From an optimization exercise on the open Yosys and OpenROAD flow, aimed at small area, a short achievable clock period and few clock cycles per item; shortcuts taken in it are not production practice.
Function was checked by simulation only, so behaviour that the tests miss may differ from the original.
Power is estimated from default activity; no workload was simulated.

## run A
## cpu_register_file_move
module cpu_register_file_move (
  input  logic                                clk,
  input  logic                                rst_n,
  input  logic                                in_tvalid,
  output logic                                in_tready,
  input  logic [1:0]                          in_tuser,
  input  logic [crfm_pkg::IN_TDATA_W-1:0]     in_tdata,
  output logic                                out_tvalid,
  input  logic                                out_tready,
  output logic [crfm_pkg::OUT_TDATA_W-1:0]    out_tdata
);
  logic [1:0]  kind;
  logic [4:0]  sel;
  logic [31:0] wval;
  logic [3:0]  dreg;
  logic [3:0]  sreg;
  logic        sind, dind;
  logic [1:0]  osz;
  logic [31:0] mdata;
  assign kind  = in_tuser;
  assign sel   = in_tdata[4:0];
  assign wval  = in_tdata[36:5];
  assign dreg  = in_tdata[40:37];
  assign dind  = (in_tdata[42:41] == crfm_pkg::MODE_IND);
  assign sreg  = in_tdata[46:43];
  assign sind  = (in_tdata[48:47] == crfm_pkg::MODE_IND);
  assign osz   = in_tdata[50:49];
  assign mdata = in_tdata[82:51];
  logic        k_read, k_write, k_move;
  logic        sel_file, sel_pc, sel_sr, sel_usp;
  logic [3:0]  sel_idx;
  logic        m_err1, m_err2, m_ok, m_movea;
  logic        szb, szw;
  logic [3:0]  n_aaddr;      
  logic [3:0]  n_baddr;      
  logic [3:0]  n_waddr;      
  logic        n_fwe;        
  logic        n_fl1;        
  logic        n_fl2;        
  logic        n_sext;       
  logic        n_usemem;     
  logic [31:0] n_data;       
  logic        n_pcw, n_uspw, n_srw, n_flagw;
  logic        n_rpc, n_rsr, n_rusp, n_rfile;
  logic        n_szb, n_szw;
  logic        n_maen;       
  logic [2:0]  n_xl;         
  logic        n_read;
  logic        n_mwen;
  logic        n_rused;
  logic [1:0]  n_err;
  logic [1:0]  n_wsize;
  always_comb begin
    k_read   = (kind == crfm_pkg::KIND_READ);
    k_write  = (kind == crfm_pkg::KIND_WRITE);
    k_move   = (kind == crfm_pkg::KIND_MOVE);
    sel_pc   = (sel == crfm_pkg::SEL_PC);
    sel_sr   = (sel == crfm_pkg::SEL_SR);
    sel_usp  = (sel == crfm_pkg::SEL_USP);
  ...
Settings: LEC_CHECK=0, CAP_MARGIN=20, CORE_MARGIN=2, CORE_UTILIZATION=40, CTS_CLUSTER_DIAMETER=80, CTS_CLUSTER_SIZE=30, SETUP_SLACK_MARGIN=2.7, SLEW_MARGIN=20; clock period 5.0 ns.
standard.sh (not shown) runs the stock make flow with config.mk's settings and CLKGATE_MAP_FILE= SYNTH_SCRIPT=/design/flow/synth_recipe.tcl, a recipe that flattens the netlist after the stock synthesis.
==> flow/flow/run.sh <==
#!/bin/bash
# Standard ORFS layout, with the port buffers made of plain buf_2 cells and
# cell resizing allowed to change footprints, so port buffers and other
# cells can be sized for speed. make's full output goes to its own log in
# this folder.
set -euo pipefail
bash standard.sh MATCH_CELL_FOOTPRINT=0 "BUFFER_PORTS_ARGS=-buffer_cell sky130_fd_sc_hd__buf_2" finish > make_finish.log 2>&1
Run A: PASS, flow complete, no timing, DRC or antenna violations
Testbench counts of run A, summed over its fixed seeds: cycles 16,016, items 16,000.
--- input diff run A..run B ---
# run A
export LEC_CHECK = 0
export CAP_MARGIN = 20
export CORE_MARGIN = 2
export CORE_UTILIZATION = 40
export CTS_CLUSTER_DIAMETER = 80
export CTS_CLUSTER_SIZE = 30
export SETUP_SLACK_MARGIN = 2.7
export SLEW_MARGIN = 20
create_clock -name core_clock -period 5.0 [get_ports {clk}]
# run B
export LEC_CHECK = 0
export CAP_MARGIN = 20
export CORE_MARGIN = 2
export CORE_UTILIZATION = 50
export CTS_CLUSTER_DIAMETER = 50
export CTS_CLUSTER_SIZE = 30
export SETUP_SLACK_MARGIN = 2.65
export SLEW_MARGIN = 20
create_clock -name core_clock -period 5.0 [get_ports {clk}]
## What came out
Worst hold slack after final layout down 15 ps in run B wrt run A. The number of clock buffers in the layout of run B is higher than that of run A. Row maximum clock frequency: run B lower / run A higher. | synthesis-to-finish area growth | lower: run A |. Run B was carried through to the last stage, and its layout satisfied the timing, design-rule and antenna checks. Power, run A and run B, lower one = run A. The higher proportion of power drawn by flip-flops and latches of run A and run B is in run A. On clock group power, the lower figure sits with run A, not run B. The final wirelength of run B is lower than that of run A. [compare] base=run A new=run B: worst setup slack for register-to-register paths lower; design area higher. Total buffers and inverters traversed by the critical path, run A and run B, lower one = run B.
Setup changes, run B to run C
# run B
export LEC_CHECK = 0
export CAP_MARGIN = 20
export CORE_MARGIN = 2
export CORE_UTILIZATION = 50
export CTS_CLUSTER_DIAMETER = 50
export CTS_CLUSTER_SIZE = 30
export SETUP_SLACK_MARGIN = 2.65
export SLEW_MARGIN = 20
create_clock -name core_clock -period 5.0 [get_ports {clk}]
# run C
export LEC_CHECK = 0
export CAP_MARGIN = 20
export CORE_MARGIN = 2
export CORE_UTILIZATION = 50
export CTS_CLUSTER_DIAMETER = 60
export CTS_CLUSTER_SIZE = 40
export SETUP_SLACK_MARGIN = 2.75
export SLEW_MARGIN = 20
create_clock -name core_clock -period 5.0 [get_ports {clk}]
--- outcome ---
- Run C ended with every stage complete and zero timing, DRC or antenna violations.
- Summary of run C over run B: maximum ir drop on the vdd rail higher, global-route track usage on met2 lower, via count higher, fraction of registers with async set or reset after synthesis roughly the same.
- Power per cell area (run B / run C): 1.10
- Run C: power is 1.6 mW lower than what run B reported.
- Across both runs, number of diodes was higher for run C than for run B.
- Summary of run C over run B: critical path depth grew by 5, number of buffers created by CTS decreased by 34 relative to the old numbers.
The inputs of run D differ from those of run C as listed below.
# run C
export LEC_CHECK = 0
export CAP_MARGIN = 20
export CORE_MARGIN = 2
export CORE_UTILIZATION = 50
export CTS_CLUSTER_DIAMETER = 60
export CTS_CLUSTER_SIZE = 40
export SETUP_SLACK_MARGIN = 2.75
export SLEW_MARGIN = 20
create_clock -name core_clock -period 5.0 [get_ports {clk}]
# run D
export LEC_CHECK = 0
export CAP_MARGIN = 20
export CORE_MARGIN = 2
export CORE_UTILIZATION = 50
export CTS_CLUSTER_DIAMETER = 80
export CTS_CLUSTER_SIZE = 30
export SETUP_SLACK_MARGIN = 2.7
export SLEW_MARGIN = 20
create_clock -name core_clock -period 5.0 [get_ports {clk}]
Notes after the runs:
Detailed route, run D vs run C: via total lower for run D
Run D completed every stage of the flow, and the final layout passed the timing, design-rule and antenna checks.
| worst voltage drop across the vdd grid | run D vs run C | about 34% lower |
Critical path buffer and inverter count in run D is 1 higher than in run C
Clock group share of total power (lower): run D
The critical path depth of run D is higher than that of run C.
A last element of the critical path of e_src[18] is what run C shows, while e_src[26] belongs to run D.

==> static timing again, ports no longer ideal <==
In the flow no input, the clock included, has a driving cell. The finished layouts below were timed again as built, in two steps. Step 1 (the two cells are an assumption about what drives the block):
set clk [get_ports {clk}]
set_driving_cell -lib_cell sky130_fd_sc_hd__clkbuf_16 $clk
set_driving_cell -lib_cell sky130_fd_sc_hd__buf_2 [delete_from_list [all_inputs] $clk]
Step 2 also shifts input and output timing later by t, the mid clock arrival at the registers, as if the neighbouring blocks saw the same clock. Three values: ideal, step 1, step 2; two values: the first two.
| run | t, ns | setup WS [ns] | latest minus earliest clock arrival (ns) |
|---|---|---|---|
| run A | 0.671 | 2.648 / 2.648 / 2.269 | 0.022 / 0.022 |
| run B | 0.710 | 2.472 / 2.472 / 2.291 | 0.027 / 0.028 |
| run C | 0.710 | 2.640 / 2.640 / 2.378 | 0.044 / 0.043 |
| run D | 0.676 | 2.656 / 2.656 / 2.307 | 0.030 / 0.031 |
After both steps setup and hold are still met in every run listed. The setup slack of run A, which loses most, moves by 0.000 ns with the drivers and by -0.379 ns with both steps.
